What follows belongs to an exercise in optimizing a design on an open flow for small area; a production flow would make more cautious choices.
In this exercise RTL edits were held to simulation tests only and were not proved equivalent to the original.
Power and IR drop assume default switching activity.

==> flow/design.v <==
package vga_scene_pkg;
    localparam logic [2:0] GS_RUNNING   = 3'd0;
    localparam logic [2:0] GS_GAME_OVER = 3'd1;
    localparam logic [2:0] GS_WIN       = 3'd2;
    localparam logic [23:0] LIGHT_GRAY      = 24'hC0C0C0;
    localparam logic [23:0] DARK_GRAY       = 24'h404040;
    localparam logic [23:0] LAVA_RED        = 24'hFF0000;
    localparam logic [23:0] GOLD            = 24'hFFD700;
    localparam logic [23:0] GRASS_GREEN     = 24'h3CB043;
    localparam logic [23:0] LAVA_WALL_COLOR = 24'hFF4500;
    localparam int LAVA_WIDTH  = 40;
    localparam int SCREEN_H    = 480;
    localparam int SPRITE_SIZE = 16;
    localparam int MAX_COORD_W = 16;
    typedef struct packed {
        logic                   valid;
        logic [MAX_COORD_W-1:0] x0;
        logic [MAX_COORD_W-1:0] x1;
        logic [MAX_COORD_W-1:0] y0;
        logic [MAX_COORD_W-1:0] y1;
        logic [23:0]            color;
    } rect_t;
    typedef enum logic [1:0] {
        FADE_IDLE   = 2'd0,
        FADE_FADING = 2'd1,
        FADE_HELD   = 2'd2
    } fade_state_e;
endpackage
import vga_scene_pkg::*;
module vga_tint_fade #(
    parameter int FADE_SHIFT = 3
) (
    input  logic        clk,
    input  logic        rst,
    input  logic        frame_start,
    input  logic [2:0]  game_state,
    input  logic [23:0] base_color,
    output logic [23:0] tint_color
);
    logic       fading_q, fading_d;
    logic [3:0] level_q, level_d;
    logic       win_q, win_d;       
    logic       gs_win, gs_end;
    assign gs_win = (game_state == GS_WIN);
    assign gs_end = (game_state == GS_GAME_OVER) || gs_win;
    always_ff @(posedge clk) begin
        if (rst) begin
            fading_q <= 1'b0;
            level_q  <= '0;
            win_q    <= 1'b0;
        end else begin
            fading_q <= fading_d;
            level_q  <= level_d;
            win_q    <= win_d;
        end
    end
    always_comb begin
        fading_d = fading_q;
        level_d  = level_q;
        win_d    = win_q;
        if (!gs_end) begin
            fading_d = 1'b0;
            level_d  = '0;
        end else if (fading_q && (gs_win != win_q)) begin
            level_d  = '0;
            win_d    = gs_win;
        end else if (frame_start) begin
            if (!fading_q) begin
                fading_d = 1'b1;
                level_d  = '0;
                win_d    = gs_win;
            end else if (!level_q[3]) begin
                level_d  = level_q + 4'd1;
            end
        end
    end
    function automatic logic [8:0] add8(input logic [7:0] a, input logic [7:0] b, input logic cin);
        logic c;
        c = cin;
        for (int i = 0; i < 8; i++) begin
            add8[i] = a[i] ^ b[i] ^ c;
            c = (a[i] & b[i]) | ((a[i] | b[i]) & c);
        end
        add8[8] = c;
    endfunction
    function automatic logic [7:0] halve_blend(input logic [7:0] b, input logic [3:0] k);
        logic [7:0] m, h, p0, p1, s1, p2, s2;
        logic [8:0] t;
        m  = {1'b0, b[7:1]};
        t  = add8(m, 8'd0, b[0]);
        h  = t[7:0];                                      
        p0 = k[0] ? h : 8'd0;                             
        p1 = k[1] ? h : 8'd0;                             
        p2 = k[2] ? h : 8'd0;                             
        t  = add8({1'b0, p0[7:1]}, p1, 1'b0);
        s1 = t[7:0];                                      
        t  = add8({1'b0, s1[7:1]}, p2, 1'b0);
        s2 = t[7:0];                                      
        t  = add8(m, k[3] ? h : {1'b0, s2[7:1]}, 1'b0);
        halve_blend = t[7:0];
    endfunction
    logic [7:0] r_b, g_b, b_b;
    logic [7:0] r_o, g_o, b_o;
    logic [3:0] k_lvl;
    logic [1:0] r_k;
    logic [7:0] r_add, g_add;
    logic [8:0] r_s, g_s;
    assign r_b = base_color[23:16];
    assign g_b = base_color[15:8];
    assign b_b = base_color[7:0];
    assign k_lvl = 4'd8 - level_q;
    assign r_k   = win_q ? {~r_b[5], ~r_b[4]} : {~r_b[6], ~r_b[5]};
    always_comb begin
        logic [5:0] kl;
        kl    = (r_k[0] ? {2'b0, level_q} : 6'd0) + (r_k[1] ? {1'b0, level_q, 1'b0} : 6'd0);
        r_add = win_q ? {1'b0, kl, 1'b0} : {kl, 2'b0};
    end
    assign r_s   = add8(r_b, r_add, 1'b0);
    assign r_o   = r_s[7:0];
    assign g_add = g_b[5] ? 8'd0 : {2'b0, level_q, 2'b0};
    assign g_s   = add8(g_b, g_add, 1'b0);
    assign g_o   = win_q ? g_s[7:0] : halve_blend(g_b, k_lvl);
    assign b_o   = win_q ? b_b : halve_blend(b_b, k_lvl);
    assign tint_color = {r_o, g_o, b_o};
endmodule
import vga_scene_pkg::*;
module vga_scene_renderer #(
    parameter int          NUM_RECTS    = 16,
    parameter int          COORD_W      = 10,
    parameter int          CEIL_Y       = 75,
    parameter int          FADE_SHIFT   = 3,
    parameter logic [23:0] BG_COLOR     = vga_scene_pkg::LIGHT_GRAY,
    parameter logic [23:0] PLAYER_COLOR = 24'h0000FF
) (
    input  logic                         clk,
    input  logic                         rst,
    input  logic [COORD_W-1:0]           x,
    input  logic [COORD_W-1:0]           y,
    input  logic                         active_pixels,
    input  logic                         frame_start,
    input  logic [COORD_W-1:0]           player_x,
    input  logic [COORD_W-1:0]           player_y,
    input  logic [COORD_W-1:0]           lava_x,
    input  logic [COORD_W-1:0]           lava_height,
    input  logic [2:0]                   game_state,
    input  logic                         wr_en,
    input  logic [$clog2(NUM_RECTS)-1:0] wr_idx,
    input  logic [COORD_W-1:0]           wr_x0,
    input  logic [COORD_W-1:0]           wr_x1,
    input  logic [COORD_W-1:0]           wr_y0,
    input  logic [COORD_W-1:0]           wr_y1,
    input  logic [23:0]                  wr_color,
    input  logic                         wr_valid,
    input  logic                         clear_all,
    output logic [7:0]                   VGA_R,
    output logic [7:0]                   VGA_G,
    output logic [7:0]                   VGA_B,
    output logic                         out_active
);
    function automatic logic ge_n(input logic [COORD_W-1:0] a, input logic [COORD_W-1:0] nb);
        logic c;
        c = 1'b1;
        for (int i = 0; i < COORD_W; i++) begin
            c = (a[i] & nb[i]) | ((a[i] | nb[i]) & c);
        end
        ge_n = c;
    endfunction
    function automatic logic [COORD_W:0] add_r(input logic [COORD_W-1:0] a,
                                               input logic [COORD_W-1:0] b,
                                               input logic cin);
        logic c;
        c = cin;
        for (int i = 0; i < COORD_W; i++) begin
            add_r[i] = a[i] ^ b[i] ^ c;
            c = (a[i] & b[i]) | ((a[i] | b[i]) & c);
        end
        add_r[COORD_W] = c;
    endfunction
    logic [NUM_RECTS-1:0] rq_valid;
    logic [COORD_W-1:0]   rq_x0    [NUM_RECTS];
    logic [COORD_W-1:0]   rq_x1    [NUM_RECTS];
    logic [COORD_W-1:0]   rq_y0    [NUM_RECTS];
    logic [COORD_W-1:0]   rq_y1    [NUM_RECTS];
    logic [23:0]          rq_color [NUM_RECTS];
    logic [NUM_RECTS-1:0] wsel;
    always_comb begin
        for (int i = 0; i < NUM_RECTS; i++) begin
            wsel[i] = wr_en && !clear_all && (wr_idx == i);
        end
    end
    always_ff @(posedge clk) begin
        for (int i = 0; i < NUM_RECTS; i++) begin
            if (rst || clear_all) begin
                rq_valid[i] <= 1'b0;
            end else if (wsel[i]) begin
                rq_valid[i] <= wr_valid;
            end
        end
    end
    always_ff @(posedge clk) begin
        for (int i = 0; i < NUM_RECTS; i++) begin
            if (wsel[i]) begin
                rq_x0[i]    <= ~wr_x0;
                rq_x1[i]    <= wr_x1;
                rq_y0[i]    <= ~wr_y0;
                rq_y1[i]    <= wr_y1;
                rq_color[i] <= wr_color;
            end
        end
    end
    logic [NUM_RECTS-1:0] hit, above, sel_d, sel_q;
    logic                 spr_box, spr_pix, lava, ceil;
    logic                 s_spr_d, s_lava_d, s_none_d, s_bg_d;
    logic                 s_spr_q, s_lava_q, s_none_q, s_bg_q;
    logic                 act1_q;
    logic [COORD_W:0]     dxs, dys, dxl, lava_y_sum;
    logic [COORD_W-1:0]   nx, ny;
    assign nx = ~x;
    assign ny = ~y;
    always_comb begin
        for (int i = 0; i < NUM_RECTS; i++) begin
            hit[i] = rq_valid[i] &&
                     ge_n(x, rq_x0[i]) && ge_n(rq_x1[i], nx) &&
                     ge_n(y, rq_y0[i]) && ge_n(rq_y1[i], ny);
        end
    end
    always_comb begin
        above[NUM_RECTS-1] = 1'b0;
        for (int i = NUM_RECTS - 2; i >= 0; i--) begin
            above[i] = above[i+1] | hit[i+1];
        end
    end
    assign dxs        = add_r(x, ~player_x, 1'b1);
    assign dys        = add_r(y, ~player_y, 1'b1);
    assign dxl        = add_r(x, ~lava_x, 1'b1);
    assign lava_y_sum = add_r(y, lava_height, 1'b0);
    assign spr_box = dxs[COORD_W] && (dxs[COORD_W-1:4] == '0) &&
                     dys[COORD_W] && (dys[COORD_W-1:4] == '0);
    assign lava    = dxl[COORD_W] && (dxl[COORD_W-1:6] == '0) &&
                     !(dxl[5] && (dxl[4] || dxl[3])) &&
                     (lava_y_sum[COORD_W] || lava_y_sum[9] ||
                      (lava_y_sum[8] && lava_y_sum[7] && lava_y_sum[6] && lava_y_sum[5]));
    assign ceil    = (y < COORD_W'(CEIL_Y));
    function automatic logic sprite_pixel(input logic [3:0] px, input logic [3:0] py);
        logic head;
        logic body;
        logic limbs;
        head  = (px >= 4'd5) && (px <= 4'd10) && (py <= 4'd5);
        body  = ((px == 4'd7) || (px == 4'd8)) && (py >= 4'd6) && (py <= 4'd12);
        limbs = (py >= 4'd8) &&
                (({1'b0, px} == (5'd16 - {1'b0, py})) || (px == (py - 4'd1)));
        sprite_pixel = head || body || limbs;
    endfunction
    assign spr_pix  = spr_box && sprite_pixel(dxs[3:0], dys[3:0]);
    assign s_spr_d  = spr_pix;
    assign s_lava_d = lava && !spr_pix;
    assign s_none_d = !spr_pix && !lava && !(|hit);
    assign s_bg_d   = s_none_d && !ceil;
    always_comb begin
        for (int i = 0; i < NUM_RECTS; i++) begin
            sel_d[i] = hit[i] && !above[i] && !spr_pix && !lava;
        end
    end
    always_ff @(posedge clk) begin
        if (rst) begin
            act1_q <= 1'b0;
        end else begin
            act1_q <= active_pixels;
        end
    end
    always_ff @(posedge clk) begin
        sel_q    <= sel_d;
        s_spr_q  <= s_spr_d;
        s_lava_q <= s_lava_d;
        s_none_q <= s_none_d;
        s_bg_q   <= s_bg_d;
    end
    logic [23:0] rect_c, color_d, color_q;
    logic        act2_q;
    always_comb begin
        rect_c = '0;
        for (int i = 0; i < NUM_RECTS; i++) begin
            rect_c = rect_c | (rq_color[i] & {24{sel_q[i]}});
        end
        color_d = rect_c
                | (PLAYER_COLOR    & {24{s_spr_q}})
                | (LAVA_WALL_COLOR & {24{s_lava_q}})
                | (DARK_GRAY       & {24{s_none_q}})
                | (BG_COLOR        & {24{s_bg_q}});
    end
    always_ff @(posedge clk) begin
        if (rst) begin
            act2_q <= 1'b0;
        end else begin
            act2_q <= act1_q;
        end
    end
    always_ff @(posedge clk) begin
        color_q <= color_d;
    end
    logic [23:0] tint_w;
    logic [23:0] rgb_q;
    logic        act3_q;
    vga_tint_fade #(
        .FADE_SHIFT (FADE_SHIFT)
    ) u_tint (
        .clk         (clk),
        .rst         (rst),
        .frame_start (frame_start),
        .game_state  (game_state),
        .base_color  (color_q),
        .tint_color  (tint_w)
    );
    always_ff @(posedge clk) begin
        if (rst) begin
            rgb_q  <= '0;
            act3_q <= 1'b0;
        end else begin
            rgb_q  <= act2_q ? tint_w : 24'h0;
            act3_q <= act2_q;
        end
    end
    assign VGA_R      = rgb_q[23:16];
    assign VGA_G      = rgb_q[15:8];
    assign VGA_B      = rgb_q[7:0];
    assign out_active = act3_q;
endmodule
==> flow/run.sh <==
#!/bin/bash
# synth_recipe.tcl (not shown) runs the flow's synth.tcl, then flattens the netlist and writes it again
# the make line also repeats each setting of config.mk as NAME=value (left out here)
make -C /OpenROAD-flow-scripts/flow DESIGN_CONFIG=/design/flow/config.mk WORK_HOME=/design/flow/orfs CLKGATE_MAP_FILE= SYNTH_SCRIPT=/design/flow/synth_recipe.tcl finish
==> flow/config.mk <==
export PLATFORM = sky130hd
export DESIGN_NAME = vga_scene_renderer
export DESIGN_NICKNAME = vga_scene_renderer
export VERILOG_FILES = /design/flow/design.v
export SDC_FILE = /design/flow/constraint.sdc
export NUM_CORES = 4
export LEC_CHECK = 0
export CAP_MARGIN = 20
export CORE_MARGIN = 2
export CORE_UTILIZATION = 40
export SLEW_MARGIN = 20
==> flow/constraint.sdc <==
create_clock -name core_clock -period 8.0 [get_ports {clk}]
set_input_delay 1.6000 -clock core_clock [delete_from_list [all_inputs] [get_ports {clk}]]
set_output_delay 1.6000 -clock core_clock [all_outputs]
set_load 0.01 [all_outputs]
==> results.py, run 1 <==
metrics = {
    "global_route": {
        "grt_use_total_pct": 22.55,
        "grt_pass1_wl_mm": 201.3,
        "grt_pass1_vias": 30180,
        "antenna_found_initial": 8,
        "overflow": 0,
        "grt_max_degree": 58,
    },
    "floorplanning": {
        "core_area_mm2": 0.1182,
        "floorplan.initialDensity_pct": 40.39,
        "floorplan.rows": 126,
        "die_w_um": 349.5,
        "die_area_mm2": 0.1222,
        "ios": 163,
        "die_h_um": 349.5,
    },
    "logic_synthesis": {
        "async_reset_ff_share_pct": 0,
        "synth_top_family_by_area": "compound AO/OA/AOI/OAI gates",
        "synth_area_leader_cell": "edfxtp_1",
        "ys_warn_count": 7,
        "netlist_area_mm2": 0.04776,
        "netlist_top_cells_count": "edfxtp_1, nand2_1, nor2_1",
        "yosys-top-cells-area": "edfxtp_1, dfxtp_1, fa_1",
        "synth_fa_ha_area_share_pct": 6.442,
        "synthXorXnorAreaFrac_pct": 0.4218,
        "synth_ff_type": "edfxtp_1",
        "yosysSeqAreaShare_pct": 68.28,
        "synthSimpleGateAreaFrac_pct": 7.697,
        "syn_nets": 3596,
        "synth_compound_area_share_pct": 13.43,
        "yosysMostFrequentCell": "edfxtp_1",
        "ys_types": 89,
        "synth-seq-cells": 1117,
        "syn_area_per_cell_um2": 14.23,
        "netlist.area_leader.share_pct": 64.39,
        "synth_mux_area_share_pct": 0.7676,
        "synth_edf_count": 1024,
        "synthCells": 3355,
    },
    "placement": {
        "io_buffer_count": 162,
        "place.gp.congestion": 0.8305,
        "dp_hpwl_mm": 84.39,
        "dp_worst_setup_slack_ns": 0.2391,
    },
    "worst_setup_path": {
        "worstPathMaxFanout": 3,
        "end_kind": "flip-flop",
        "path_class": "in -> reg",
        "cp_data_required_time_ns": 8.58,
        "max_stage_delay_ns": 0.63,
        "cp_slowest_cell": "nor4_1",
        "path_buf_inv": 7,
        "critPathTopFamily": "adder cells",
        "crit_arrival_ns": 7.71,
        "r2r_cells": 20,
        "crit_cells": 25,
        "start_kind": "input pin",
        "cpMostUsedCell": "fa_1",
    },
    "clock_network": {
        "post-cts-setup-buffers": 0,
        "cts_hold_buf": 0,
        "cts_root_buf": "clkbuf_16",
        "cts_tree": "yes",
        "clock_sinks": 1117,
        "cts_made_buffers": 116,
        "htreeDepth": 3,
        "clk_latency_ns": 0.72,
        "post_cts_resized": 0,
        "clkTransAtPathRegs_ns": 0.06,
        "cts_max_path_buffers": 3,
    },
    "timing": {
        "finalHoldViolations": 0,
        "finalCritPeriodShare_pct": 89.14,
        "clock_skew_ns": 0.04044,
        "max_freq_mhz": 140.2,
        "setup_viol": 0,
        "grt_setup_unrepaired": "false",
        "timing.final.crit_period_ns": 7.131,
        "layout_setup_ws_ns": 0.8687,
        "slew_viol_final": 0,
        "max_slew.worst_pin.slew_ns": 1.125,
        "maxSlewHeadroom_pct": 25.01,
        "timing.setup.tns_ns": 0,
    },
    "route": {
        "routed_wl_mm": 139.8,
        "drt-pass1-iter-count": 8,
        "drc": 0,
        "routed_via_density": 5.971,
        "routed-via-count": 30910,
        "wl_per_cell_um": 27.00,
        "drtIter0Drc": 3386,
        "ant_nets": 0,
    },
    "finish": {
        "fillCellCount": 10330,
        "layout-drive-gt1-share_pct": 9.148,
        "area_growth_pct": 14.68,
        "nets": 3781,
    },
    "run_status": {
        "outcome": "timing/DRC/antenna clean",
    },
    "hold_path": {
        "min_path_cells": 1,
        "hold_path_class": "reg -> reg",
    },
    "pwr": {
        "vdd_drop_max_v": 0.0002049,
        "p_per_area_mw_per_mm2": 225.4,
        "p_leak_nw": 18.02,
    },
    "job": {
        "maxCapViolations": 0,
    },
}
==> path summary, 6_finish.rpt <==
| check | from | to | slack, ns |
|---|---|---|---|
| min | color_q[16] | rgb_q[16] | 0.42 |
| min reg2reg | color_q[16] | rgb_q[16] | 0.42 |
| max reg2reg | u_tint.level_q[0] | rgb_q[7] | 1.18 |
| max | x[0] | sel_q[1] | 0.87 |
==> logic make-up (layout without fill, tap and decap cells) <==
| group | Yosys count | count (layout) |
|---|---|---|
| XOR/XNOR | 23 | 23 |
| AO/OA/AOI/OAI | 877 | 877 |
| flip-flops | 1117 | 1117 |
| buffers and inverters | 340 | 625 |
| multiplexers | 36 | 36 |
| adder cells (fa/ha/maj) | 223 | 223 |
| AND/OR/NAND/NOR | 739 | 739 |
| other | 0 | 1 |
==> sequential cells by signal (all words and copies together) (netlist names), 4 cells and up <==
register	cells
rq_color	384
rq_x0	160
rq_x1	160
rq_y0	160
rq_y1	160
color_q	24
rgb_q	24
rq_valid	16
sel_q	16
u_tint.level_q	4
==> placed cells by master, fill, tap and decap left out, types with 15 or more instances in the layout <==
cell type and count:
a211o_1 30, a21oi_1 123, nand3_1 39, dfxtp_1 87, nand2b_1 82, mux2i_1 31, o211ai_1 28, o221ai_1 17
clkbuf_1 32, a211oi_1 50, clkdlybuf4s50_1 147, nor2_1 167, o21ai_0 111, a22o_1 78, maj3_1 95, a221oi_1 100
nor2b_1 63, buf_4 78, fa_1 74, buf_2 15, nand4_1 39, edfxtp_1 1024, nor3_1 44, clkinv_1 33
maj3_2 25, clkinv_2 18, inv_1 158, a222oi_1 35, a31oi_1 20, and2_1 25, clkbuf_16 116, a22oi_1 64
o22ai_1 92, ha_1 29, nand2_1 195
==> power by group <==
part / switching (W) / internal [W]
Combinational: 0.000479 / 0.000239
Sequential: 0.0000291 / 0.00644
Clock: 0.00224 / 0.00292
==> metrics by stage <==
step                      utilization (%)  instance area (µm²)  hold slack (ns)  total power (W)  instances
after global placement              43.27                51160           0.4155         0.007298       4957
final                               46.32                54770           0.4234          0.01235       5177
after floorplan                         -                47760           0.4057         0.006964       3355
after CTS                           46.30                54750           0.4275          0.01242       5175
after global routing                46.32                54770           0.4521          0.01271       5176
after detailed placement            43.27                51160           0.4214         0.007312       4957
==> layout make-up <==
type	instances	area, µm²	area share (%)
Sequential cell	1117	32620	59.56
Multi-Input combinational cell	1898	13840	25.28
Clock buffer	152	3078	5.620
Timing Repair Buffer	242	2172	3.966
Tap cell	1536	1922	3.509
Inverter	165	621.8	1.135
Clock inverter	66	510.5	0.9321
Antenna cell	1	2.502	0.004569
==> per-layer routing <==
layer | vias to the layer above | global-route usage [%] | wire (µm)
met5 | - | 0 | 29
met4 | 6 | 7.292 | 4421
met3 | 240 | 3.009 | 10430
met2 | 1372 | 38.42 | 68600
met1 | 15770 | 29.86 | 56280
li1 | 13530 | - | -
==> inputs of run 2 (changes only) <==
--- a/flow/config.mk
+++ b/flow/config.mk
@@ -8,4 +8,5 @@
 export CAP_MARGIN = 20
 export CORE_MARGIN = 2
 export CORE_UTILIZATION = 40
+export CTS_BUF_LIST = sky130_fd_sc_hd__clkbuf_4 sky130_fd_sc_hd__clkbuf_8
 export SLEW_MARGIN = 20
==> results.py, run 2 <==
metrics = {
    "pwr": {
        "vdd_drop_max_v": 0.0001759,
        "p_per_area_mw_per_mm2": 219.8,
        "p_leak_nw": 18.12,
    },
    "hold_path": {
        "min_path_cells": 1,
        "hold_end": "rgb_q[16]",
        "hold_path_class": "reg -> reg",
        "hp-start": "color_q[16]",
    },
    "timing": {
        "timing.final.crit_period_ns": 6.927,
        "layout_setup_ws_ns": 1.073,
        "maxSlewHeadroom_pct": 25.24,
        "whs_ns": 0.4400,
        "slew_viol_final": 0,
        "max_freq_mhz": 144.4,
        "clock_skew_ns": 0.04222,
        "finalHoldViolations": 0,
        "grt_setup_unrepaired": "false",
        "timing.setup.tns_ns": 0,
        "max_slew.worst_pin.slew_ns": 1.121,
        "setup_viol": 0,
        "finalCritPeriodShare_pct": 86.58,
    },
    "logic_synthesis": {
        "synth_compound_area_share_pct": 13.43,
        "syn_area_per_cell_um2": 14.23,
        "synth_top_family_by_area": "compound AO/OA/AOI/OAI gates",
        "yosys-top-cells-area": "edfxtp_1, dfxtp_1, fa_1",
        "ys_types": 89,
        "synthCells": 3355,
        "synth_area_leader_cell": "edfxtp_1",
        "synthXorXnorAreaFrac_pct": 0.4218,
        "synthSimpleGateAreaFrac_pct": 7.697,
        "netlist.area_leader.share_pct": 64.39,
        "yosysSeqAreaShare_pct": 68.28,
        "synth_ff_type": "edfxtp_1",
        "yosysMostFrequentCell": "edfxtp_1",
        "ys_warn_count": 7,
        "synth-seq-cells": 1117,
        "synth_fa_ha_area_share_pct": 6.442,
        "synth_edf_count": 1024,
        "async_reset_ff_share_pct": 0,
        "netlist_area_mm2": 0.04776,
        "synth_mux_area_share_pct": 0.7676,
        "netlist_top_cells_count": "edfxtp_1, nand2_1, nor2_1",
        "syn_nets": 3596,
    },
    "worst_setup_path": {
        "cp_slowest_cell": "clkdlybuf4s50_1",
        "path_class": "in -> reg",
        "worstPathMaxFanout": 3,
        "start_kind": "input pin",
        "cp_data_required_time_ns": 8.74,
        "critPathTopFamily": "adder cells",
        "r2r_slack_ns": 1.18,
        "r2r-end": "rgb_q[7]",
        "path_buf_inv": 7,
        "r2r-start": "u_tint.level_q[0]",
        "cpMostUsedCell": "fa_1",
        "max_stage_delay_ns": 0.60,
        "crit_arrival_ns": 7.66,
        "end_kind": "flip-flop",
        "r2r_cells": 20,
    },
    "placement": {
        "post_dp_cell_area_mm2": 0.05116,
        "dp_hpwl_mm": 84.39,
        "dp_worst_setup_slack_ns": 0.2391,
        "io_buffer_count": 162,
        "place.gp.congestion": 0.8305,
    },
    "finish": {
        "design_area_mm2": 0.05467,
        "final_common_cell": "edfxtp_1",
        "area_growth_pct": 14.48,
        "final_cell_mix": "edfxtp_1, nand2_1, clkbuf_8, nor2_1, inv_1",
        "post-route-util_pct": 46.24,
        "layout-drive-gt1-share_pct": 12.50,
        "nets": 3844,
        "largest_reg_flops": 384,
        "top_register": "rq_color",
    },
    "global_route": {
        "grt_pass1_vias": 30710,
        "grt_max_degree": 58,
        "antenna_found_initial": 10,
        "overflow": 0,
        "grt_use_total_pct": 22.76,
        "grt_pass1_wl_mm": 202.0,
    },
    "clock_network": {
        "clk_latency_ns": 0.89,
        "cts_made_buffers": 179,
        "cts_max_path_buffers": 3,
        "cts_tree": "yes",
        "cts_root_buf": "clkbuf_8",
        "clock_sinks": 1117,
        "post_cts_resized": 0,
        "post-cts-setup-buffers": 0,
        "cts_hold_buf": 0,
        "clkTransAtPathRegs_ns": 0.06,
        "htreeDepth": 4,
    },
    "floorplanning": {
        "die_h_um": 349.5,
        "core_area_mm2": 0.1182,
        "die_area_mm2": 0.1222,
        "ios": 163,
        "die_w_um": 349.5,
        "floorplan.rows": 126,
        "floorplan.initialDensity_pct": 40.39,
    },
    "route": {
        "drt-pass1-iter-count": 6,
        "routed_via_density": 5.889,
        "routed_wl_mm": 140.6,
        "drc": 0,
        "routed-via-count": 31120,
        "drtIter0Drc": 3312,
        "ant_nets": 0,
        "wl_per_cell_um": 26.61,
    },
    "run_status": {
        "outcome": "timing/DRC/antenna clean",
    },
    "job": {
        "maxCapViolations": 0,
    },
}
run 2: cell count changes in the layout (fill, tap and decap cells not counted), sizes merged:
cell / delta
bufinv: -6
clkbuf: +116
clkinv: -10
clkinvlp: +1
diode: +5
inv: +2
run 2: cell type report:
type	instances	area, µm²
fillers	10400	63560
multi-input cells	1898	13840
well taps	1536	1922
diodes	6	15.01
clock buffers	268	3182
inverters	165	621.8
clock inverters	53	297.8
flip-flops and latches	1117	32620
repair buffers	242	2172
run 2: kinds of logic after synthesis:
group | count (synthesis)
DFF | 1117
AOI/OAI and AO/OA | 877
and+or+nand+nor | 739
buffers and inverters | 340
adders and majority gates | 223
muxes | 36
xor gates and xnor gates | 23
run 2: how the worst max path moves through the flow:
stage	start	to	cells after the start
after floorplan	clear_all	rq_valid[0]	6
after global placement	x[0]	sel_q[1]	25
after detailed placement	x[0]	sel_q[1]	25
after CTS	u_tint.level_q[0]	rgb_q[7]	20
after global routing	u_tint.level_q[0]	rgb_q[7]	20
final	x[0]	sel_q[1]	25
run 2: stage by stage:
stage,total power (W),cells
floorplan,0.006964,3355
global placement,0.007298,4957
detailed placement,0.007312,4957
CTS,0.01210,5278
global route,0.01241,5283
finish,0.01202,5285
run 2: per-layer routing:
metal | GRT usage (%) | up-vias | share of wire [%]
met3 | 4.018 | 271 | 7.5
met4 | 9.395 | 6 | 3.7
met1 | 29.42 | 15820 | 41
met2 | 37.90 | 1354 | 48
li1 | - | 13670 | -
met5 | 0 | - | 0.028
run 2: where the power goes:
group | switching (W) | internal [W] | total, W
combinational | 0.000480 | 0.000239 | 0.000719
clock | 0.00225 | 0.00257 | 0.00483
sequential | 0.0000290 | 0.00644 | 0.00647
total | 0.00276 | 0.00925 | 0.0120
==> inputs of run 3 (changes only) <==
==> flow/flow/run.sh (new file) <==
#!/bin/bash
# Layout flow: the standard ORFS flow with three changes.
#  1. Synthesis maps the logic with an area-oriented ABC script (flow/abc_map.script);
#     everything else in synthesis, including the flip-flop mapping, is unchanged.
#  2. Ports are buffered with sky130_fd_sc_hd__buf_1 instead of the default pick.
#  3. Clock tree synthesis uses small clock buffers and no dummy loads.
# Each tool's full output stays in orfs/logs/; make's output goes to flow_make.log.
set -euo pipefail
W=$(pwd)
HERE=$(cd "$(dirname "$0")" && pwd)

rm -rf "$W/orfs_scripts"
cp -r "$FLOW_HOME/scripts" "$W/orfs_scripts"
cp "$HERE/abc_map.script" "$W/orfs_scripts/abc_speed.script"

export SCRIPTS_DIR="$W/orfs_scripts"
export BUFFER_PORTS_ARGS="-buffer_cell sky130_fd_sc_hd__buf_1"
export CTS_ARGS="-sink_clustering_enable -repair_clock_nets -dont_use_dummy_load -buf_list {sky130_fd_sc_hd__clkbuf_4 sky130_fd_sc_hd__clkbuf_8}"

bash standard.sh finish > "$W/flow_make.log" 2>&1
==> flow/flow/abc_map.script (new file) <==
strash
&get -n
&fraig -x
&put
scorr
dc2
strash
&get -n
&dch -f
&nf -a
&put
strash
&get -n
&dch -f
&nf -a
&put
==> flow/standard.sh (new file) <==
#!/bin/bash
# synth_recipe.tcl (not shown) runs the flow's synth.tcl, then flattens the netlist and writes it again
# the make line also repeats each setting of config.mk as NAME=value (left out here)
make -C /OpenROAD-flow-scripts/flow DESIGN_CONFIG=/design/flow/config.mk WORK_HOME=/design/flow/orfs CLKGATE_MAP_FILE= SYNTH_SCRIPT=/design/flow/synth_recipe.tcl "${@:-finish}"
--- a/flow/config.mk
+++ b/flow/config.mk
@@ -8,5 +8,4 @@
 export CAP_MARGIN = 20
 export CORE_MARGIN = 2
 export CORE_UTILIZATION = 40
-export CTS_BUF_LIST = sky130_fd_sc_hd__clkbuf_4 sky130_fd_sc_hd__clkbuf_8
 export SLEW_MARGIN = 20
removed: flow/run.sh
==> results.py, run 3 <==
metrics = {
    "clock_network": {
        "cts_hold_buf": 0,
        "cts_root_buf": "clkbuf_8",
        "post-cts-setup-buffers": 0,
        "cts_max_path_buffers": 3,
        "post_cts_resized": 0,
        "htreeDepth": 4,
        "cts_tree": "yes",
        "clkTransAtPathRegs_ns": 0.06,
        "clk_latency_ns": 0.89,
        "clock_sinks": 1117,
        "cts_made_buffers": 178,
    },
    "route": {
        "drc": 0,
        "wl_per_cell_um": 26.38,
        "drtIter0Drc": 3380,
        "ant_nets": 0,
        "routed-via-count": 28780,
        "drt-pass1-iter-count": 6,
        "routed_via_density": 6.038,
        "routed_wl_mm": 125.7,
    },
    "logic_synthesis": {
        "async_reset_ff_share_pct": 0,
        "syn_nets": 3100,
        "netlist_top_cells_count": "edfxtp_1, o22ai_1, a21oi_1",
        "netlist.area_leader.share_pct": 68.75,
        "syn_area_per_cell_um2": 15.65,
        "synth_edf_count": 1024,
        "ys_types": 57,
        "ys_warn_count": 7,
        "synth-seq-cells": 1117,
        "yosys-top-cells-area": "edfxtp_1, dfxtp_1, fa_1",
        "netlist_area_mm2": 0.04473,
        "yosysSeqAreaShare_pct": 72.91,
        "synth_ff_type": "edfxtp_1",
        "synth_area_leader_cell": "edfxtp_1",
        "yosysMostFrequentCell": "edfxtp_1",
        "synthCells": 2859,
    },
    "pwr": {
        "vdd_drop_max_v": 0.0001297,
        "p_per_area_mw_per_mm2": 219.2,
        "p_leak_nw": 15.57,
        "fin_total_pwr_w": 0.01104,
    },
    "worst_setup_path": {
        "end_kind": "flip-flop",
        "cp_data_required_time_ns": 8.69,
        "worstPathMaxFanout": 17,
        "cp_slowest_cell": "ha_1",
        "start_kind": "flip-flop",
        "path_buf_inv": 2,
        "crit_path_cell_trace": "clkinv_1 > ha_1 > nand4_1 > fa_1 > fa_1 > fa_1 > fa_1 > fa_1 > clkinv_1 > fa_1 > fa_1 > fa_1 > mux2i_1 > fa_1 > fa_1 > o31a_1 > a21oi_1 > nor2_1",
        "path_class": "reg -> reg",
        "crit_arrival_ns": 7.50,
        "r2r-start": "u_tint.level_q[1]",
        "cpMostUsedCell": "fa_1",
        "critPathTopFamily": "adder cells",
        "cp-startpoint": "u_tint.level_q[1]",
        "max_stage_delay_ns": 0.65,
    },
    "finish": {
        "final_common_cell": "edfxtp_1",
        "design_area_mm2": 0.05035,
        "largest_reg_flops": 384,
        "layout-drive-gt1-share_pct": 8.713,
        "area_growth_pct": 12.57,
        "nets": 3514,
        "fillCellCount": 9842,
        "top_register": "rq_color",
        "stdcell_count": 4767,
        "final_cell_mix": "edfxtp_1, o22ai_1, clkbuf_8, a21oi_1, buf_1",
    },
    "timing": {
        "grt_setup_unrepaired": "false",
        "timing.final.crit_period_ns": 6.812,
        "setup_viol": 0,
        "timing.setup.tns_ns": 0,
        "layout_setup_ws_ns": 1.188,
        "max_slew.worst_pin.slew_ns": 1.195,
        "maxSlewHeadroom_pct": 20.32,
        "clock_skew_ns": 0.08959,
        "max_freq_mhz": 146.8,
        "slew_viol_final": 0,
        "finalCritPeriodShare_pct": 85.15,
        "finalHoldViolations": 0,
    },
    "global_route": {
        "grt_max_degree": 56,
        "busiest_layer": "met2",
        "overflow": 0,
        "grt_pass1_vias": 28620,
        "antenna_found_initial": 10,
        "grt_use_total_pct": 21.55,
        "grt.met2_usage_pct": 35.59,
        "met1_usage_pct": 28.36,
        "grt_use_met3_pct": 4.622,
        "grt_pass1_wl_mm": 183.7,
    },
    "floorplanning": {
        "ios": 163,
        "floorplan.initialDensity_pct": 40.36,
        "die_h_um": 338.4,
        "die_area_mm2": 0.1145,
        "floorplan.rows": 122,
        "core_area_mm2": 0.1108,
        "die_w_um": 338.4,
    },
    "placement": {
        "dp_cells": 4581,
        "dp_worst_setup_slack_ns": 0.6180,
        "dp_hpwl_mm": 73.69,
        "place.gp.congestion": 0.8526,
        "post_dp_cell_area_mm2": 0.04788,
        "io_buffer_count": 162,
    },
    "job": {
        "maxCapViolations": 0,
    },
    "run_status": {
        "outcome": "timing/DRC/antenna clean",
    },
    "hold_path": {
        "hold_path_class": "reg -> reg",
        "hp-start": "rq_color[12][22]",
    },
}
run 3: cell types whose count changed in the layout (fill, tap and decap cells not counted), sizes merged, moves of 80 or more:
cell / previous run / this run
a22oi: 64 / 144
maj3: 120 / 22
inv: 170 / 0
o22ai: 93 / 230
buf: 95 / 220
clkdlybuf4s50: 147 / 0
run 3: power breakdown:
group,switching (W),internal (W)
combinational,0.000439,0.000190
clock,0.00198,0.00195
sequential,0.0000307,0.00645
run 3: worst paths after layout:
kind,endpoint,slack (ns),cells after the start
setup reg to reg,rgb_q[15],1.19,18
setup / recovery,rgb_q[15],1.19,18
hold / removal,color_q[22],0.41,2
hold reg to reg,color_q[22],0.41,2
run 3: worst register-to-register path: stages, from the launching register on:
cell and delay, ns:
dfxtp_1 0.43, clkinv_1 0.13, ha_1 0.65, nand4_1 0.21, fa_1 0.48, fa_1 0.46
fa_1 0.46, fa_1 0.46, fa_1 0.55, clkinv_1 0.07, fa_1 0.40, fa_1 0.46
fa_1 0.54, mux2i_1 0.08, fa_1 0.40, fa_1 0.41, o31a_1 0.31, a21oi_1 0.16
nor2_1 0.05
run 3: cell families after synthesis:
group                      count (synthesis)  synth area share, %
DFF                                     1117                72.91
AOI/OAI and AO/OA                        982                15.32
and+or+nand+nor                          491                5.499
adders and majority gates                125                4.616
buffers and inverters                    109               0.9147
muxes                                     18               0.4056
xor gates and xnor gates                  17               0.3329
run 3: per-stage QoR:
| step | hold WS, ns | util, % |
|---|---|---|
| floorplan | 0.4072 | - |
| global placement | 0.4370 | 43.20 |
| detailed placement | 0.4491 | 43.21 |
| CTS | 0.4238 | 45.42 |
| global route | 0.4515 | 45.43 |
| finish | 0.4093 | 45.43 |
run 3: per-layer routing:
| metal | part of all wire [%] | vias to the layer above |
|---|---|---|
| met5 | 0.017 | - |
| met4 | 2.5 | 4 |
| met3 | 9.1 | 220 |
| met2 | 49 | 1303 |
| met1 | 40 | 14670 |
| li1 | - | 12590 |
run 3: cell type report:
type	instances	area, µm²	area share [%]
Timing Repair Buffer	234	1166	2.316
Inverter	109	409.1	0.8126
Clock buffer	178	2450	4.866
Antenna cell	8	20.02	0.03976
Multi-Input combinational cell	1633	11830	23.49
Sequential cell	1117	32620	64.78
Tap cell	1488	1862	3.698
==> inputs of run 4 (changes only) <==
--- a/flow/design.v
+++ b/flow/design.v
@@ -84,20 +84,28 @@
         add8[8] = c;
     endfunction
     function automatic logic [7:0] halve_blend(input logic [7:0] b, input logic [3:0] k);
-        logic [7:0] m, h, p0, p1, s1, p2, s2;
-        logic [8:0] t;
-        m  = {1'b0, b[7:1]};
-        t  = add8(m, 8'd0, b[0]);
-        h  = t[7:0];                                      
-        p0 = k[0] ? h : 8'd0;                             
-        p1 = k[1] ? h : 8'd0;                             
-        p2 = k[2] ? h : 8'd0;                             
-        t  = add8({1'b0, p0[7:1]}, p1, 1'b0);
-        s1 = t[7:0];                                      
-        t  = add8({1'b0, s1[7:1]}, p2, 1'b0);
-        s2 = t[7:0];                                      
-        t  = add8(m, k[3] ? h : {1'b0, s2[7:1]}, 1'b0);
-        halve_blend = t[7:0];
+        logic [10:0] a, p0, p1, p2, s1, s2, s3;
+        logic       c;
+        a  = {2'b0, b[7:1], b[0] & k[2], b[0] & k[1], b[0] & k[0]};
+        p0 = {4'b0, b[7:1] & {7{k[0]}}};
+        p1 = {3'b0, b[7:1] & {7{k[1]}}, 1'b0};
+        p2 = {2'b0, b[7:1] & {7{k[2]}}, 2'b0};
+        c = 1'b0;
+        for (int i = 0; i < 11; i++) begin
+            s1[i] = p0[i] ^ p1[i] ^ c;
+            c = (p0[i] & p1[i]) | ((p0[i] | p1[i]) & c);
+        end
+        c = 1'b0;
+        for (int i = 0; i < 11; i++) begin
+            s2[i] = s1[i] ^ p2[i] ^ c;
+            c = (s1[i] & p2[i]) | ((s1[i] | p2[i]) & c);
+        end
+        c = 1'b0;
+        for (int i = 0; i < 11; i++) begin
+            s3[i] = s2[i] ^ a[i] ^ c;
+            c = (s2[i] & a[i]) | ((s2[i] | a[i]) & c);
+        end
+        halve_blend = k[3] ? b : s3[10:3];
     endfunction
     logic [7:0] r_b, g_b, b_b;
     logic [7:0] r_o, g_o, b_o;
--- a/flow/flow/run.sh
+++ b/flow/flow/run.sh
@@ -15,6 +15,6 @@
 
 export SCRIPTS_DIR="$W/orfs_scripts"
 export BUFFER_PORTS_ARGS="-buffer_cell sky130_fd_sc_hd__buf_1"
-export CTS_ARGS="-sink_clustering_enable -repair_clock_nets -dont_use_dummy_load -buf_list {sky130_fd_sc_hd__clkbuf_4 sky130_fd_sc_hd__clkbuf_8}"
+export CTS_ARGS="-sink_clustering_enable -sink_clustering_size 14 -sink_clustering_max_diameter 60 -repair_clock_nets -dont_use_dummy_load -buf_list {sky130_fd_sc_hd__clkbuf_4 sky130_fd_sc_hd__clkbuf_8}"
 
 bash standard.sh finish > "$W/flow_make.log" 2>&1
--- a/flow/config.mk
+++ b/flow/config.mk
@@ -7,5 +7,6 @@
 export LEC_CHECK = 0
 export CAP_MARGIN = 20
 export CORE_MARGIN = 2
-export CORE_UTILIZATION = 40
+export CORE_UTILIZATION = 70
+export PLACE_DENSITY = 0.8
 export SLEW_MARGIN = 20
==> results.py, run 4 <==
metrics = {
    "finish": {
        "multi_input_area_mm2": 0.01152,
        "top_register": "rq_color",
        "final_common_cell": "edfxtp_1",
        "post-route-util_pct": 76.45,
        "nets": 3403,
        "seqCellArea_mm2": 0.03262,
        "layout-drive-gt1-share_pct": 6.309,
        "area_growth_pct": 8.162,
        "fillCellCount": 3688,
        "final_cell_mix": "edfxtp_1, o22ai_1, a21oi_1, nand2_1, buf_1",
        "largest_reg_flops": 384,
    },
    "clock_network": {
        "clock_sinks": 1117,
        "cts_hold_buf": 0,
        "post_cts_resized": 0,
        "cts_root_buf": "clkbuf_8",
        "clkTransAtPathRegs_ns": 0.08,
        "post-cts-setup-buffers": 0,
        "htreeDepth": 3,
        "clk_latency_ns": 0.71,
        "cts_max_path_buffers": 3,
        "cts_made_buffers": 90,
        "cts_tree": "yes",
    },
    "route": {
        "ant_nets": 0,
        "routed_wl_mm": 119.4,
        "routed-via-count": 29040,
        "routed_via_density": 7.221,
        "wl_met1_mm": 41.86,
        "wl_met2_mm": 57.97,
        "wl_per_cell_um": 29.70,
        "top_layer_used": "met5",
        "met3_length_mm": 14.40,
        "drc": 0,
        "drtIter0Drc": 4853,
        "drt-pass1-iter-count": 9,
    },
    "logic_synthesis": {
        "yosysMostFrequentCell": "edfxtp_1",
        "netlist.area_leader.share_pct": 69.10,
        "netlist_area_mm2": 0.04450,
        "yosysSeqAreaShare_pct": 73.28,
        "synthCells": 2844,
        "netlist_top_cells_count": "edfxtp_1, o22ai_1, a21oi_1",
        "syn_area_per_cell_um2": 15.65,
        "synth_ff_type": "edfxtp_1",
        "synth_edf_count": 1024,
        "ys_types": 54,
        "synth-seq-cells": 1117,
        "yosys-top-cells-area": "edfxtp_1, dfxtp_1, fa_1",
        "synth_area_leader_cell": "edfxtp_1",
        "syn_nets": 3075,
        "ys_warn_count": 7,
        "async_reset_ff_share_pct": 0,
    },
    "timing": {
        "whs_ns": 0.4384,
        "grt_setup_unrepaired": "false",
        "finalHoldViolations": 0,
        "clock_skew_ns": 0.06374,
        "timing.final.crit_period_ns": 6.894,
        "slew_viol_final": 0,
        "max_freq_mhz": 145.1,
        "timing.setup.tns_ns": 0,
        "setup_viol": 0,
        "maxSlewHeadroom_pct": 26.02,
        "finalCritPeriodShare_pct": 86.17,
        "max_slew.worst_pin.slew_ns": 1.110,
    },
    "floorplanning": {
        "floorplan.initialDensity_pct": 70.68,
        "core_area_mm2": 0.06297,
        "ios": 163,
        "floorplan.rows": 92,
        "die_w_um": 256.1,
        "die_h_um": 256.1,
        "die_area_mm2": 0.06561,
    },
    "placement": {
        "place.gp.congestion": 0.9506,
        "dp_hpwl_mm": 72.21,
        "io_buffer_count": 162,
    },
    "global_route": {
        "grt_pass1_vias": 28630,
        "grt_pass1_wl_mm": 177.1,
        "grt_max_degree": 57,
        "overflow": 0,
        "grt_use_total_pct": 36.53,
        "antenna_found_initial": 8,
    },
    "worst_setup_path": {
        "end_kind": "flip-flop",
        "crit_arrival_ns": 7.48,
        "cp_data_required_time_ns": 8.59,
        "start_kind": "flip-flop",
        "path_class": "reg -> reg",
        "worstPathMaxFanout": 19,
        "r2r_cells": 21,
    },
    "hold_path": {
        "hold_path_class": "reg -> reg",
        "min_path_cells": 1,
    },
    "pwr": {
        "p_per_area_mw_per_mm2": 203.2,
        "vdd_drop_max_v": 0.0001742,
        "p_leak_nw": 14.83,
    },
    "job": {
        "maxCapViolations": 0,
    },
    "run_status": {
        "outcome": "timing/DRC/antenna clean",
    },
}
run 4: cell types whose count changed after synthesis, sizes merged, moves of 8 or more:
cell | before | now
o221ai | 13 | 21
nor2 | 105 | 114
nand2b | 50 | 40
maj3 | 22 | 58
o22ai | 230 | 201
nand3 | 28 | 40
ha | 29 | 19
clkinv | 109 | 129
run 4: cells by family after synthesis:
group / share of synthesized area [%]
DFF: 73.28
AOI/OAI and AO/OA: 14.66
and+or+nand+nor: 5.260
adders and majority gates: 5.168
buffers and inverters: 1.088
xor gates and xnor gates: 0.3149
muxes: 0.2249
run 4: path summary, 6_finish.rpt:
path                          start         to  slack, ns
setup / recovery  u_tint.level_q[0]  rgb_q[14]       1.11
hold / removal               act1_q     act2_q       0.44
setup reg to reg  u_tint.level_q[0]  rgb_q[14]       1.11
hold reg to reg              act1_q     act2_q       0.44
run 4: per-layer routing:
metal  GRT usage, %  vias to the layer above
met5              0                        -
met4          15.14                        4
met3          7.556                      324
met2          58.58                     2089
met1          49.68                    14360
li1               -                    12260
run 4: layout make-up:
class | count | area share, %
timing repair buffer | 236 | 2.493
clock buffer | 90 | 2.573
inverter | 129 | 1.006
tap | 846 | 2.199
antenna | 6 | 0.03119
sequential | 1117 | 67.77
multi-input combinational | 1598 | 23.93
run 4: worst max-delay path: stages (launching register included):
cell and delay, ns:
dfxtp_1 0.31, buf_4 0.22, clkinv_1 0.27, ha_1 0.75, and2_0 0.21, ha_1 0.20
fa_1 0.20, clkinv_1 0.08, fa_1 0.45, fa_1 0.46, fa_1 0.56, clkinv_1 0.08
fa_1 0.41, fa_1 0.46, fa_1 0.55, clkinv_1 0.07, fa_1 0.39, fa_1 0.40
clkinv_1 0.07, fa_1 0.40, mux2i_1 0.14, a21oi_1 0.08
run 4: stage by stage:
stage	area [µm²]	instances	power, W	worst slack (ns)
after floorplan	44500	2844	0.006878	0.8667
after global placement	46850	3925	0.007177	0.7390
after global routing	48130	4020	0.01003	0.7180
after CTS	48090	4015	0.009771	1.155
final	48130	4022	0.009779	1.106
after detailed placement	46850	3925	0.007203	0.5010
run 4: power by group:
part           total (W)  internal [W]  switching [W]
Clock            0.00269       0.00101        0.00169
Sequential       0.00646       0.00643      0.0000328
Combinational   0.000621      0.000185       0.000436
Total            0.00978       0.00762        0.00216
==> inputs of run 5 (changes only) <==
--- a/flow/flow/run.sh
+++ b/flow/flow/run.sh
@@ -15,6 +15,6 @@
 
 export SCRIPTS_DIR="$W/orfs_scripts"
 export BUFFER_PORTS_ARGS="-buffer_cell sky130_fd_sc_hd__buf_1"
-export CTS_ARGS="-sink_clustering_enable -sink_clustering_size 14 -sink_clustering_max_diameter 60 -repair_clock_nets -dont_use_dummy_load -buf_list {sky130_fd_sc_hd__clkbuf_4 sky130_fd_sc_hd__clkbuf_8}"
+export CTS_ARGS="-sink_clustering_enable -sink_clustering_size 30 -sink_clustering_max_diameter 60 -repair_clock_nets -dont_use_dummy_load -buf_list {sky130_fd_sc_hd__clkbuf_8 sky130_fd_sc_hd__clkbuf_16}"
 
 bash standard.sh finish > "$W/flow_make.log" 2>&1
--- a/flow/config.mk
+++ b/flow/config.mk
@@ -7,6 +7,6 @@
 export LEC_CHECK = 0
 export CAP_MARGIN = 20
 export CORE_MARGIN = 2
-export CORE_UTILIZATION = 70
-export PLACE_DENSITY = 0.8
+export CORE_UTILIZATION = 60
+export PLACE_DENSITY = 0.75
 export SLEW_MARGIN = 20
==> results.py, run 5 <==
metrics = {
    "run_status": {
        "outcome": "timing/DRC/antenna clean",
    },
    "finish": {
        "post-route-util_pct": 66.26,
        "largest_reg_flops": 384,
        "final_cell_mix": "edfxtp_1, o22ai_1, a21oi_1, nand2_1, buf_1",
        "top_register": "rq_color",
        "layout-drive-gt1-share_pct": 5.325,
        "nets": 3369,
        "area_growth_pct": 8.994,
        "final_common_cell": "edfxtp_1",
    },
    "clock_network": {
        "cts_root_buf": "clkbuf_16",
        "clk_latency_ns": 0.69,
        "cts_hold_buf": 0,
        "htreeDepth": 2,
        "post_cts_resized": 0,
        "clkTransAtPathRegs_ns": 0.11,
        "cts_tree": "yes",
        "cts_max_path_buffers": 3,
        "cts_made_buffers": 60,
        "clock_sinks": 1117,
        "post-cts-setup-buffers": 0,
    },
    "route": {
        "routed_via_density": 6.935,
        "drtIter0Drc": 4501,
        "routed_wl_mm": 117.2,
        "wl_per_cell_um": 28.53,
        "routed-via-count": 28480,
        "ant_nets": 0,
        "drc": 0,
        "drt-pass1-iter-count": 7,
    },
    "worst_setup_path": {
        "cpMostUsedCell": "fa_1",
        "cp_slowest_cell": "ha_1",
        "path_buf_inv": 6,
        "max_stage_delay_ns": 0.78,
        "worstPathMaxFanout": 19,
        "path_class": "reg -> reg",
        "start_kind": "flip-flop",
        "critPathTopFamily": "adder cells",
        "crit_arrival_ns": 7.46,
        "crit_path_cell_trace": "buf_4 > clkinv_1 > ha_1 > and2_0 > ha_1 > fa_1 > clkinv_1 > fa_1 > fa_1 > clkinv_1 > fa_1 > fa_1 > fa_1 > fa_1 > clkinv_1 > fa_1 > fa_1 > clkinv_1 > fa_1 > mux2i_1 > a21oi_1",
        "end_kind": "flip-flop",
        "cp_data_required_time_ns": 8.52,
    },
    "global_route": {
        "grt_pass1_vias": 27940,
        "grt_max_degree": 66,
        "antenna_found_initial": 12,
        "overflow": 0,
        "grt_pass1_wl_mm": 173.8,
        "grt_use_total_pct": 30.43,
    },
    "timing": {
        "maxSlewHeadroom_pct": 21.91,
        "max_freq_mhz": 143.9,
        "finalCritPeriodShare_pct": 86.84,
        "max_slew.worst_pin.slew_ns": 1.171,
        "timing.setup.tns_ns": 0,
        "timing.final.crit_period_ns": 6.947,
        "slew_viol_final": 0,
        "clock_skew_ns": 0.06427,
        "setup_viol": 0,
        "grt_setup_unrepaired": "false",
        "finalHoldViolations": 0,
    },
    "pwr": {
        "p_per_area_mw_per_mm2": 207.9,
        "vdd_drop_max_v": 0.0001803,
        "p_leak_nw": 14.89,
    },
    "logic_synthesis": {
        "ys_warn_count": 7,
        "yosys-top-cells-area": "edfxtp_1, dfxtp_1, fa_1",
        "yosysSeqAreaShare_pct": 73.28,
        "syn_area_per_cell_um2": 15.65,
        "netlist.area_leader.share_pct": 69.10,
        "synthCells": 2844,
        "synth_ff_type": "edfxtp_1",
        "async_reset_ff_share_pct": 0,
        "syn_nets": 3075,
        "ys_types": 54,
        "synth_edf_count": 1024,
        "netlist_area_mm2": 0.04450,
        "yosysMostFrequentCell": "edfxtp_1",
        "synth-seq-cells": 1117,
        "netlist_top_cells_count": "edfxtp_1, o22ai_1, a21oi_1",
        "synth_area_leader_cell": "edfxtp_1",
    },
    "placement": {
        "dp_hpwl_mm": 70.32,
        "io_buffer_count": 162,
        "place.gp.congestion": 0.9419,
    },
    "floorplanning": {
        "floorplan.initialDensity_pct": 60.79,
        "core_area_mm2": 0.07321,
        "die_h_um": 276.3,
        "ios": 163,
        "die_w_um": 276.3,
        "floorplan.rows": 99,
        "die_area_mm2": 0.07637,
    },
    "hold_path": {
        "hold_path_class": "reg -> reg",
    },
    "job": {
        "maxCapViolations": 0,
    },
}
[run 5: changes by cell type in the layout (fill, tap and decap cells not counted), moves of 4 or more]
| cell | change |
|---|---|
| clkbuf_8 | -90 |
| diode_2 | +5 |
| buf_4 | -4 |
| clkbuf_16 | +60 |
[run 5: cells by family after synthesis]
logic type / synth area share (%)
flops: 73.28
mux: 0.2249
buf+inv: 1.088
fa+ha+maj: 5.168
xor+xnor: 0.3149
compound gates: 14.66
simple gates: 5.260
[run 5: final timing paths]
kind	start	to	slack, ns	cells past startpoint
min	color_q[16]	rgb_q[16]	0.47	1
max	u_tint.level_q[0]	rgb_q[14]	1.05	21
max reg2reg	u_tint.level_q[0]	rgb_q[14]	1.05	21
min reg2reg	color_q[16]	rgb_q[16]	0.47	1
[run 5: area by class of cell]
class | count | area (µm²)
well taps | 959 | 1200
fillers | 4986 | 24700
repair buffers | 232 | 1154
inverters | 129 | 484.2
diodes | 11 | 27.53
multi-input cells | 1598 | 11520
clock buffers | 60 | 1501
flip-flops and latches | 1117 | 32620
[run 5: layer usage]
layer | vias up | GRT usage, % | share of wire, %
met3 | 225 | 5.146 | 11
li1 | 12230 | - | -
met2 | 1711 | 50.16 | 48
met1 | 14300 | 41.43 | 38
met5 | - | 0 | 0.034
met4 | 6 | 10.73 | 3.6
[run 5: where the power goes]
group | switching (W) | leakage (nW) | internal (W)
Combinational | 0.000425 | 4.17 | 0.000184
Sequential | 0.0000321 | 9.98 | 0.00643
Clock | 0.00169 | 0.739 | 0.00133
Total | 0.00214 | 14.9 | 0.00794
[run 5: per-stage QoR]
stage                     setup slack (ns)  cells  hold WS, ns  total power, W  area (µm²)
after global routing                0.6201   4100       0.4842         0.01034       48490
after detailed placement            0.4761   4035       0.4266        0.007196       46970
after floorplan                     0.8667   2844       0.4072        0.006878       44500
after CTS                            1.051   4095       0.4727         0.01010       48470
after global placement              0.7859   4035       0.4192        0.007175       46970
final                                1.053   4106       0.4703         0.01009       48510
==> inputs of run 6 (changes only) <==
--- a/flow/flow/run.sh
+++ b/flow/flow/run.sh
@@ -15,6 +15,6 @@
 
 export SCRIPTS_DIR="$W/orfs_scripts"
 export BUFFER_PORTS_ARGS="-buffer_cell sky130_fd_sc_hd__buf_1"
-export CTS_ARGS="-sink_clustering_enable -sink_clustering_size 30 -sink_clustering_max_diameter 60 -repair_clock_nets -dont_use_dummy_load -buf_list {sky130_fd_sc_hd__clkbuf_8 sky130_fd_sc_hd__clkbuf_16}"
+export CTS_ARGS="-sink_clustering_enable -sink_clustering_size 16 -sink_clustering_max_diameter 80 -repair_clock_nets -dont_use_dummy_load -buf_list {sky130_fd_sc_hd__clkbuf_4 sky130_fd_sc_hd__clkbuf_8}"
 
 bash standard.sh finish > "$W/flow_make.log" 2>&1
==> results.py, run 6 <==
metrics = {
    "worst_setup_path": {
        "crit_path_cell_trace": "buf_4 > clkinv_1 > ha_1 > and2_0 > ha_1 > fa_1 > clkinv_1 > fa_1 > fa_1 > clkinv_1 > fa_1 > fa_1 > fa_1 > fa_1 > clkinv_1 > fa_1 > fa_1 > clkinv_1 > fa_1 > mux2i_1 > a21oi_1",
        "critPathTopFamily": "adder cells",
        "cp_data_required_time_ns": 8.62,
        "cp_slowest_cell": "ha_1",
        "path_class": "reg -> reg",
        "end_kind": "flip-flop",
        "path_buf_inv": 6,
        "cpMostUsedCell": "fa_1",
        "worstPathMaxFanout": 19,
        "crit_arrival_ns": 7.57,
        "start_kind": "flip-flop",
        "max_stage_delay_ns": 0.78,
    },
    "route": {
        "routed-via-count": 28370,
        "drc": 0,
        "drtIter0Drc": 4304,
        "ant_nets": 0,
        "drt-pass1-iter-count": 9,
        "wl_per_cell_um": 28.48,
        "routed_via_density": 6.877,
        "routed_wl_mm": 117.5,
    },
    "global_route": {
        "grt_use_total_pct": 30.63,
        "overflow": 0,
        "grt_pass1_vias": 28020,
        "grt_pass1_wl_mm": 174.3,
        "grt_max_degree": 66,
        "antenna_found_initial": 9,
    },
    "logic_synthesis": {
        "synth_ff_type": "edfxtp_1",
        "ys_warn_count": 7,
        "syn_area_per_cell_um2": 15.65,
        "async_reset_ff_share_pct": 0,
        "synth-seq-cells": 1117,
        "synth_edf_count": 1024,
        "synth_area_leader_cell": "edfxtp_1",
        "yosys-top-cells-area": "edfxtp_1, dfxtp_1, fa_1",
        "yosysSeqAreaShare_pct": 73.28,
        "netlist.area_leader.share_pct": 69.10,
        "netlist_area_mm2": 0.04450,
        "synthCells": 2844,
        "ys_types": 54,
        "syn_nets": 3075,
        "yosysMostFrequentCell": "edfxtp_1",
        "netlist_top_cells_count": "edfxtp_1, o22ai_1, a21oi_1",
    },
    "clock_network": {
        "cts_made_buffers": 80,
        "cts_hold_buf": 0,
        "cts_root_buf": "clkbuf_8",
        "clock_sinks": 1117,
        "cts_max_path_buffers": 3,
        "post-cts-setup-buffers": 0,
        "clkTransAtPathRegs_ns": 0.10,
        "htreeDepth": 3,
        "post_cts_resized": 0,
        "clk_latency_ns": 0.74,
        "cts_tree": "yes",
    },
    "placement": {
        "dp_hpwl_mm": 70.32,
        "io_buffer_count": 162,
        "post_dp_cell_area_mm2": 0.04697,
        "place.gp.congestion": 0.9419,
    },
    "pwr": {
        "vdd_drop_max_v": 0.0001975,
        "p_leak_nw": 14.73,
        "p_per_area_mw_per_mm2": 200.7,
    },
    "timing": {
        "setup_viol": 0,
        "timing.final.crit_period_ns": 6.957,
        "finalHoldViolations": 0,
        "max_freq_mhz": 143.7,
        "slew_viol_final": 0,
        "max_slew.worst_pin.slew_ns": 1.182,
        "clock_skew_ns": 0.09185,
        "grt_setup_unrepaired": "false",
        "timing.setup.tns_ns": 0,
        "maxSlewHeadroom_pct": 21.23,
        "finalCritPeriodShare_pct": 86.96,
    },
    "finish": {
        "fillCellCount": 5068,
        "seqCellArea_mm2": 0.03262,
        "design_area_mm2": 0.04810,
        "nets": 3389,
        "final_cell_mix": "edfxtp_1, o22ai_1, a21oi_1, nand2_1, buf_1",
        "layout-drive-gt1-share_pct": 5.925,
        "top_register": "rq_color",
        "area_growth_pct": 8.089,
        "final_common_cell": "edfxtp_1",
        "largest_reg_flops": 384,
        "multi_input_area_mm2": 0.01152,
    },
    "hold_path": {
        "hold_path_class": "reg -> reg",
    },
    "floorplanning": {
        "floorplan.rows": 99,
        "core_area_mm2": 0.07321,
        "die_h_um": 276.3,
        "ios": 163,
        "floorplan.initialDensity_pct": 60.79,
        "die_w_um": 276.3,
        "die_area_mm2": 0.07637,
    },
    "run_status": {
        "outcome": "timing/DRC/antenna clean",
    },
    "job": {
        "maxCapViolations": 0,
    },
}
-- run 6: cell counts after synthesis --
No cell type changed its count.
-- run 6: worst paths after layout --
kind / startpoint / end / slack [ns] / cells after the start
setup reg to reg: u_tint.level_q[0] / rgb_q[14] / 1.04 / 21
hold / removal: rq_color[7][23] / color_q[23] / 0.44 / 2
setup / recovery: u_tint.level_q[0] / rgb_q[14] / 1.04 / 21
hold reg to reg: rq_color[7][23] / color_q[23] / 0.44 / 2
-- run 6: stage by stage --
step           hold slack [ns]  cells  total power [W]  worst slack, ns  utilization [%]
4_1_cts                 0.4386   4115         0.009666            1.044            65.67
3_3_place_gp            0.4192   4035         0.007175           0.7859            64.16
3_5_place_dp            0.4266   4035         0.007196           0.4761            64.16
5_1_grt                 0.4678   4119         0.009921           0.6131            65.69
6_report                0.4410   4125         0.009655            1.043            65.71
2_1_floorplan           0.4072   2844         0.006878           0.8667                -
-- run 6: kinds of logic after synthesis --
kind of cell    after synthesis  synth area share (%)
compound gates              936                 14.66
xor+xnor                     16                0.3149
fa+ha+maj                   151                 5.168
buf+inv                     129                 1.088
flops                      1117                 73.28
mux                          10                0.2249
simple gates                485                 5.260
-- run 6: per-layer routing --
metal | vias up | wire length, µm | track usage [%]
li1 | 12240 | - | -
met1 | 14090 | 43280 | 41.52
met2 | 1792 | 56890 | 50.57
met3 | 242 | 13290 | 4.994
met4 | 2 | 4010 | 11.34
met5 | - | 16 | 0
-- run 6: tightest hold or removal path, delay by kind of cell (launching register included) --
kind,cells,cell delay (ns)
flip-flops,1,0.33
AO/OA/AOI/OAI,1,0.09
AND/OR/NAND/NOR,1,0.08
-- run 6: area by class of cell --
| type | instances | area share, % |
|---|---|---|
| sequential | 1117 | 67.82 |
| multi-input combinational | 1598 | 23.94 |
| tap | 959 | 2.494 |
| timing repair buffer | 232 | 2.398 |
| clock buffer | 80 | 2.289 |
| inverter | 129 | 1.007 |
| antenna | 10 | 0.05202 |
-- run 6: where the power goes --
part | switching [W] | internal, W | leakage [nW] | total (W)
logic | 0.000426 | 0.000184 | 4.17 | 0.000610
clock network | 0.00168 | 0.000900 | 0.575 | 0.00258
registers | 0.0000319 | 0.00643 | 9.98 | 0.00646
total | 0.00214 | 0.00751 | 14.7 | 0.00965

==> what the ideal ports hide <==
No port has a modelled driver above. Below, the same layouts with a new extraction and two added sets of constraints.
Step 1, drivers: a clkbuf_16 drives clk and a buf_2 each remaining input, both assumed.
Step 2 adds t to the input delays and takes it off the output delays; t is the mean of the earliest and latest rising clock arrival at the registers after step 1. Input paths then give back, and output paths get back, about the clock's delay inside the block.
Three values: ideal, step 1, step 2; two values: the first two.
| run | shift t [ns] | setup WS [ns] | hold slack, ns | clock arrival spread, ns | worst slew at a driven data input, ns |
|---|---|---|---|---|---|
| run 1 | 0.780 | 0.869 / 0.924 / 0.144 | 0.423 / 0.423 / 0.423 | 0.045 / 0.045 | 0.12 |
| run 2 | 0.943 | 1.073 / 1.127 / 0.184 | 0.440 / 0.440 / 0.440 | 0.044 / 0.045 | 0.11 |
| run 3 | 0.900 | 1.188 / 1.188 / 0.551 | 0.409 / 0.409 / 0.409 | 0.122 / 0.123 | 0.17 |
| run 4 | 0.748 | 1.106 / 1.106 / 0.551 | 0.438 / 0.438 / 0.438 | 0.074 / 0.075 | 0.10 |
| run 5 | 0.730 | 1.053 / 1.053 / 0.511 | 0.470 / 0.470 / 0.470 | 0.077 / 0.077 | 0.11 |
| run 6 | 0.756 | 1.043 / 1.043 / 0.527 | 0.441 / 0.441 / 0.441 | 0.092 / 0.093 | 0.13 |
After both steps every run listed still meets setup and hold. For run 2, which loses most, drivers alone change the setup slack by +0.054 ns; drivers and shift together by -0.889 ns.
